Source: an optimization exercise on an open RTL-to-GDS flow (aim: a short achievable clock period and few clock cycles). Production flows keep margins and buffers that such runs may drop. In this exercise RTL edits were held to simulation tests only and were not proved equivalent to the original. Power is estimated from default activity; no workload was simulated.

## the previous run
// cpu_top
module cpu_top
(
    input  logic     clock,
    input  logic     rst,
    input  logic     ack,
    input  isa_pkg::word_t    rdata,
    output logic     req,
    output bus_pkg::mem_req_t mem_req,
    output logic     halted
);
clock: 7.5 ns
lec_check: 0
abc_clock_period_in_ps: 2000
cap_margin: 20
core_margin: 2
core_utilization: 60
cts_cluster_diameter: 70
cts_cluster_size: 24
place_density: 0.7
setup_slack_margin: 5
slew_margin: 20
run.sh (not shown) runs the stock make flow with config.mk's settings and CLKGATE_MAP_FILE= SYNTH_SCRIPT=/design/flow/synth_recipe.tcl, a recipe that flattens the netlist after the stock synthesis.
Testbench counts of the previous run, summed over its fixed seeds: cycles 122,077.
Relative to the previous run, the following input files were edited for the current run:
--- a/flow/design.v
+++ b/flow/design.v
@@ -64,52 +64,47 @@
     input  isa_pkg::reg_sel_t     reg_wsel,
     input  isa_pkg::word_t        reg_wdata,
     input  logic                  flag_we,
     input  isa_pkg::reg_sel_t     flag_wsel,
     input  logic                  flag_wdata,
     output isa_pkg::word_t        opnd_a,
     output isa_pkg::word_t        opnd_b,
     output logic                  flag_a,
     output logic                  flag_b
 );
     isa_pkg::word_t               regs [0:isa_pkg::NUM_REGS-1];
-    logic [isa_pkg::NUM_REGS-1:0] valid;
     logic [isa_pkg::NUM_REGS-1:0] flags;
     always_ff @(posedge clock)
     begin
         if (rst)
         begin
-            valid <= '0;
+            for (int i = 0; i < isa_pkg::NUM_REGS; i++)
+            begin
+                regs[i] <= '0;
+            end
             flags <= '0;
         end
         else
         begin
             if (reg_we)
             begin
-                valid[reg_wsel] <= 1'b1;
+                regs[reg_wsel] <= reg_wdata;
             end
             if (flag_we)
             begin
                 flags[flag_wsel] <= flag_wdata;
             end
         end
     end
-    always_ff @(posedge clock)
-    begin
-        if (reg_we)
-        begin
-            regs[reg_wsel] <= reg_wdata;
-        end
-    end
-    assign opnd_a = valid[sel_a] ? regs[sel_a] : '0;
-    assign opnd_b = valid[sel_b] ? regs[sel_b] : '0;
+    assign opnd_a = regs[sel_a];
+    assign opnd_b = regs[sel_b];
     assign flag_a = flags[sel_a];
     assign flag_b = flags[sel_b];
 endmodule
 `timescale 1ns/1ps
 module exec_unit
 (
     input  logic              clock,
     input  logic              rst,
     input  logic              issue,
     input  isa_pkg::instr_t   fields,
     input  isa_pkg::word_t    opnd_a,
@@ -183,38 +178,43 @@
             dst0  <= fields.dst;
             imm0  <= fields.imm;
             a_q   <= opnd_a;
             b_q   <= dec_sub ? ~opnd_b : opnd_b;
             fand0 <= flag_a & flag_b;
         end
     end
     logic [63:0]    blk_d;
     logic [3:0]     gen_d;
     logic [63:0]    blk;
     logic [3:0]     gen;
+    logic [3:0]     eqb;
     isa_pkg::word_t sh1;
     for (genvar k = 0; k < 4; k++)
     begin : g_blk
         prefix_add #(.W(16)) u_add (
             .a    (a_q[16*k +: 16]),
             .b    (b_q[16*k +: 16]),
             .cin  (k == 0 ? c_sub : 1'b0),
             .sum  (blk_d[16*k +: 16]),
             .cout (gen_d[k])
         );
     end
     always_ff @(posedge clock)
     begin
         blk <= blk_d;
         gen <= gen_d;
         sh1 <= a_q << b_q[2:0];
+        for (int k = 0; k < 4; k++)
+        begin
+            eqb[k] <= (a_q[16*k +: 16] == b_q[16*k +: 16]);
+        end
     end
     logic [4:0]     cin;
     isa_pkg::word_t sum;
     logic           carry;
     isa_pkg::word_t misc;
     isa_pkg::word_t shl;
     always_comb
     begin
         cin[0] = 1'b0;
         for (int k = 1; k <= 4; k++)
         begin
@@ -247,23 +247,23 @@
         end
         else
         begin
             misc = a_q ^ b_q;
         end
     end
     isa_pkg::word_t res_q;
     logic           fres_q;
     always_ff @(posedge clock)
     begin
         res_q  <= c_sum ? sum : c_shl ? shl : misc;
-        fres_q <= c_feq ? (a_q == b_q) : c_flt ? ~carry : fand0;
+        fres_q <= c_feq ? (&eqb) : c_flt ? ~carry : fand0;
     end
     assign reg_we      = v2_reg;
     assign reg_wsel    = dst0;
     assign result      = res_q;
     assign flag_we     = v2_flag;
     assign flag_wsel   = dst0;
     assign flag_result = fres_q;
 endmodule
 module prefix_add
 #(
     parameter int W = 16
@@ -431,23 +431,26 @@
         pc_q    <= {64{!rst}} & (({64{ld_fetch}} & target) | ({64{st_post}} & pc_inc)
                                  | ({64{!ld_fetch && !st_post}} & pc_q));
         write_q <= !rst && (ld_store || (ld_hold && write_q));
         wdata_q <= ({64{ld_store}} & a_q) | ({64{!st_dec}} & wdata_q);
     end
     always_ff @(posedge clock)
     begin
         if (st_cap)
         begin
             ir     <= isa_pkg::instr_t'(rdata);
             fa_q   <= flag_a;
-            pc_inc <= pc_q + bus_pkg::addr_t'(1);
+            for (int i = 0; i < bus_pkg::ADDR_W; i++)
+            begin
+                pc_inc[i] <= pc_q[i] ^ (&(pc_q | ~((64'd1 << i) - 64'd1)));
+            end
         end
     end
     assign req           = req_q;
     assign mem_req.addr  = addr_q;
     assign mem_req.wdata = wdata_q;
     assign mem_req.write = write_q;
     assign issue         = st_cap;
     assign halted        = halted_q;
 endmodule
 `timescale 1ns/1ps
 module cpu_top
Notes after the runs:
- The setup slack of the current run is larger than that of the previous run.
- The current run completed end to end with timing, DRC and antenna clean.
- Relative to the previous run, leakage power of the design has gone up in the current run.
- Comparing the current run and the previous run, the lower number of register bits inferred by synthesis was measured on the current run.
- Data required time at the worst endpoint delta for the current run relative to the previous run: 2.12 ns lower
- Taking the previous run as the reference, in the current run worst-case headroom to the max-slew limit lower; routed metal-1 wirelength increased by 6.3% relative to the old numbers; total power consumption of the routed design has increased.
- The current run: combinational power 39% above the previous run
- u_exec_unit.b_q[3]$_DFFE_PP_ as the launch point of the critical path was reported by the previous run, and u_sequencer.addr_q[32]$_DFF_P_ by the current run.
- Measured against each other, the current run and the previous run differ in largest incremental delay on the critical path, the higher figure coming from the previous run.
- Lower total number of sequential cells was reported by the current run, not the previous run.
Testbench counts of the current run, summed over its fixed seeds: cycles 122,077.

cpu_top, a different RTL version from the one above (not shown whole).
Size in the first run: roughly 4400 cells after synthesis, roughly 1200 flip-flops, ~200 I/O pins, ~0.056 mm^2 of cells after synthesis.
==> module reg_bank, before the edit <==
module reg_bank
(
    input  logic                  clock,
    input  logic                  rst,
    input  isa_pkg::reg_sel_t     sel_a,
    input  isa_pkg::reg_sel_t     sel_b,
    input  logic                  reg_we,
    input  isa_pkg::reg_sel_t     reg_wsel,
    input  isa_pkg::word_t        reg_wdata,
    input  logic                  flag_we,
    input  isa_pkg::reg_sel_t     flag_wsel,
    input  logic                  flag_wdata,
    output isa_pkg::word_t        opnd_a,
    output isa_pkg::word_t        opnd_b,
    output logic                  flag_a,
    output logic                  flag_b
);
    isa_pkg::word_t               regs [0:isa_pkg::NUM_REGS-1];
    logic [isa_pkg::NUM_REGS-1:0] valid;
    logic [isa_pkg::NUM_REGS-1:0] flags;
    always_ff @(posedge clock)
    begin
        if (rst)
        begin
            valid <= '0;
            flags <= '0;
        end
        else
        begin
            if (reg_we)
            begin
                valid[reg_wsel] <= 1'b1;
            end
            if (flag_we)
            begin
                flags[flag_wsel] <= flag_wdata;
            end
        end
    end
    always_ff @(posedge clock)
    begin
        if (reg_we)
        begin
            regs[reg_wsel] <= reg_wdata;
        end
    end
    assign opnd_a = valid[sel_a] ? regs[sel_a] : '0;
    assign opnd_b = valid[sel_b] ? regs[sel_b] : '0;
    assign flag_a = flags[sel_a];
    assign flag_b = flags[sel_b];
endmodule
==> module sequencer, before the edit <==
module sequencer
(
    input  logic              clock,
    input  logic              rst,
    input  logic              ack,
    input  isa_pkg::word_t    rdata,
    input  isa_pkg::word_t    a_q,
    input  isa_pkg::word_t    b_q,
    input  logic              flag_a,
    output logic              req,
    output bus_pkg::mem_req_t mem_req,
    output logic              issue,
    output logic              halted
);
    logic            st_fetch;
    logic            st_cap;
    logic            st_dec;
    logic            st_store;
    logic            st_post;
    logic            req_q;
    logic            halted_q;
    bus_pkg::addr_t  pc_inc;
    bus_pkg::addr_t  addr_q;
    bus_pkg::addr_t  pc_q;
    bus_pkg::data_t  wdata_q;
    logic            write_q;
    isa_pkg::instr_t ir;
    logic            fa_q;
    logic            is_store;
    logic            taken;
    bus_pkg::addr_t  target;
    logic            ld_store;
    logic            ld_fetch;
    logic            ld_hold;
    assign is_store = (ir.op == isa_pkg::OP_STORE);
    assign taken    = (ir.op == isa_pkg::OP_JMP) || ((ir.op == isa_pkg::OP_JF) && fa_q);
    assign target   = taken ? {32'b0, ir.imm} : pc_inc;
    always_ff @(posedge clock)
    begin
        if (rst)
        begin
            st_fetch <= 1'b1;
            st_cap   <= 1'b0;
            st_dec   <= 1'b0;
            st_store <= 1'b0;
            st_post  <= 1'b0;
            req_q    <= 1'b0;
            halted_q <= 1'b0;
        end
        else
        begin
            if (st_fetch)
            begin
                if (req_q && ack)
                begin
                    req_q    <= 1'b0;
                    st_fetch <= 1'b0;
                    if (rdata[isa_pkg::OP_W-1:0] == isa_pkg::OP_HALT)
                    begin
                        halted_q <= 1'b1;
                    end
                    else
                    begin
                        st_cap <= 1'b1;
                    end
                end
                else if (!ack)
                begin
                    req_q <= 1'b1;
                end
            end
            if (st_cap)
            begin
                st_cap <= 1'b0;
                st_dec <= 1'b1;
            end
            if (st_dec)
            begin
                st_dec <= 1'b0;
                req_q  <= !ack;
                if (is_store)
                begin
                    st_store <= 1'b1;
                end
                else
                begin
                    st_fetch <= 1'b1;
                end
            end
            if (st_store)
            begin
                if (req_q && ack)
                begin
                    req_q    <= 1'b0;
                    st_store <= 1'b0;
                    st_post  <= 1'b1;
                end
                else if (!ack)
                begin
                    req_q <= 1'b1;
                end
            end
            if (st_post)
            begin
                st_post  <= 1'b0;
                st_fetch <= 1'b1;
            end
        end
    end
    assign ld_store = st_dec && is_store;
    assign ld_fetch = st_dec && !is_store;
    assign ld_hold  = !st_dec && !st_post;
    always_ff @(posedge clock)
    begin
        addr_q  <= {64{!rst}} & (({64{ld_store}} & b_q) | ({64{ld_fetch}} & target)
                                 | ({64{st_post}} & pc_inc) | ({64{ld_hold}} & addr_q));
        pc_q    <= {64{!rst}} & (({64{ld_fetch}} & target) | ({64{st_post}} & pc_inc)
                                 | ({64{!ld_fetch && !st_post}} & pc_q));
        write_q <= !rst && (ld_store || (ld_hold && write_q));
        wdata_q <= ({64{ld_store}} & a_q) | ({64{!st_dec}} & wdata_q);
    end
    always_ff @(posedge clock)
    begin
        if (st_cap)
        begin
            ir     <= isa_pkg::instr_t'(rdata);
            fa_q   <= flag_a;
            for (int i = 0; i < bus_pkg::ADDR_W; i++)
            begin
                pc_inc[i] <= pc_q[i] ^ (&(pc_q | ~((64'd1 << i) - 64'd1)));
            end
        end
    end
    assign req           = req_q;
    assign mem_req.addr  = addr_q;
    assign mem_req.wdata = wdata_q;
    assign mem_req.write = write_q;
    assign issue         = st_cap;
    assign halted        = halted_q;
endmodule
clock: 7.5 ns
lec_check: 0
abc_clock_period_in_ps: 2000
cap_margin: 20
core_margin: 2
core_utilization: 60
cts_cluster_diameter: 70
cts_cluster_size: 24
place_density: 0.7
setup_slack_margin: 5
slew_margin: 20
Testbench counts at the start, summed over its fixed seeds: cycles 122,077.
==> next run, changes <==
--- a/flow/design.v
+++ b/flow/design.v
@@ -71,38 +71,33 @@
     output logic                  flag_a,
     output logic                  flag_b
 );
     isa_pkg::word_t               regs [0:isa_pkg::NUM_REGS-1];
-    logic [isa_pkg::NUM_REGS-1:0] valid;
     logic [isa_pkg::NUM_REGS-1:0] flags;
     always_ff @(posedge clock)
     begin
         if (rst)
         begin
-            valid <= '0;
+            for (int i = 0; i < isa_pkg::NUM_REGS; i++)
+            begin
+                regs[i] <= '0;
+            end
             flags <= '0;
         end
         else
         begin
             if (reg_we)
             begin
-                valid[reg_wsel] <= 1'b1;
+                regs[reg_wsel] <= reg_wdata;
             end
             if (flag_we)
             begin
                 flags[flag_wsel] <= flag_wdata;
             end
         end
     end
-    always_ff @(posedge clock)
-    begin
-        if (reg_we)
-        begin
-            regs[reg_wsel] <= reg_wdata;
-        end
-    end
-    assign opnd_a = valid[sel_a] ? regs[sel_a] : '0;
-    assign opnd_b = valid[sel_b] ? regs[sel_b] : '0;
+    assign opnd_a = regs[sel_a];
+    assign opnd_b = regs[sel_b];
     assign flag_a = flags[sel_a];
     assign flag_b = flags[sel_b];
 endmodule
 `timescale 1ns/1ps
@@ -428,16 +423,19 @@
     end
     assign ld_store = st_dec && is_store;
     assign ld_fetch = st_dec && !is_store;
     assign ld_hold  = !st_dec && !st_post;
+    bus_pkg::addr_t pc_d;
+    logic           write_d;
+    assign pc_d    = {64{!rst}} & (({64{ld_fetch}} & target) | ({64{st_post}} & pc_inc)
+                                   | ({64{!ld_fetch && !st_post}} & pc_q));
+    assign write_d = !rst && (ld_store || (ld_hold && write_q));
     always_ff @(posedge clock)
     begin
-        addr_q  <= {64{!rst}} & (({64{ld_store}} & b_q) | ({64{ld_fetch}} & target)
-                                 | ({64{st_post}} & pc_inc) | ({64{ld_hold}} & addr_q));
-        pc_q    <= {64{!rst}} & (({64{ld_fetch}} & target) | ({64{st_post}} & pc_inc)
-                                 | ({64{!ld_fetch && !st_post}} & pc_q));
-        write_q <= !rst && (ld_store || (ld_hold && write_q));
-        wdata_q <= ({64{ld_store}} & a_q) | ({64{!st_dec}} & wdata_q);
+        pc_q    <= pc_d;
+        write_q <= write_d;
+        addr_q  <= write_d ? b_q : pc_d;
+        wdata_q <= {64{write_d}} & a_q;
     end
     always_ff @(posedge clock)
     begin
         if (st_cap)
What happened:
- The new run passed the timing, DRC and antenna checks
- die area climbs by 3.1%
- total power climbs by 7.4%
- synthesized area climbs by 3.2%
- flip-flop and latch count drops by 8
- final cell count climbs by 3.4%
Testbench counts after the change, summed over its fixed seeds: cycles 122,077.

separate check: timing with driven ports:
No port has a modelled driver above. Below, the same layouts with a new extraction and two added sets of constraints. Step 1 assumes that a clkbuf_16 drives the clock port and a buf_2 every other input. Step 2 moves the port delays by t, midway between the first and last clock arrival at a register: inputs arrive t later, outputs are due t later. That takes back most of the time a late clock gives input paths. Three values: ideal ports, drivers, drivers and shift; two values: the first two.
run | t, ns | setup WS [ns] | hold slack, ns | worst slew at a driven data input, ns
the previous run | 0.763 | 4.721 / 4.521 / 3.758 | 0.445 / 0.445 / 0.445 | 0.38
the current run | 0.748 | 4.821 / 4.744 / 4.061 | 0.457 / 0.457 / 0.457 | 0.33
the first run of note 2 | 0.734 | 4.821 / 4.652 / 3.918 | 0.462 / 0.462 / 0.462 | 0.26
the second run of note 2 | 0.758 | 4.844 / 4.719 / 3.961 | 0.450 / 0.450 / 0.450 | 0.39
After both steps every run listed still meets setup and hold. The setup slack of the previous run, which loses most, moves by -0.200 ns with the drivers and by -0.963 ns with both steps.
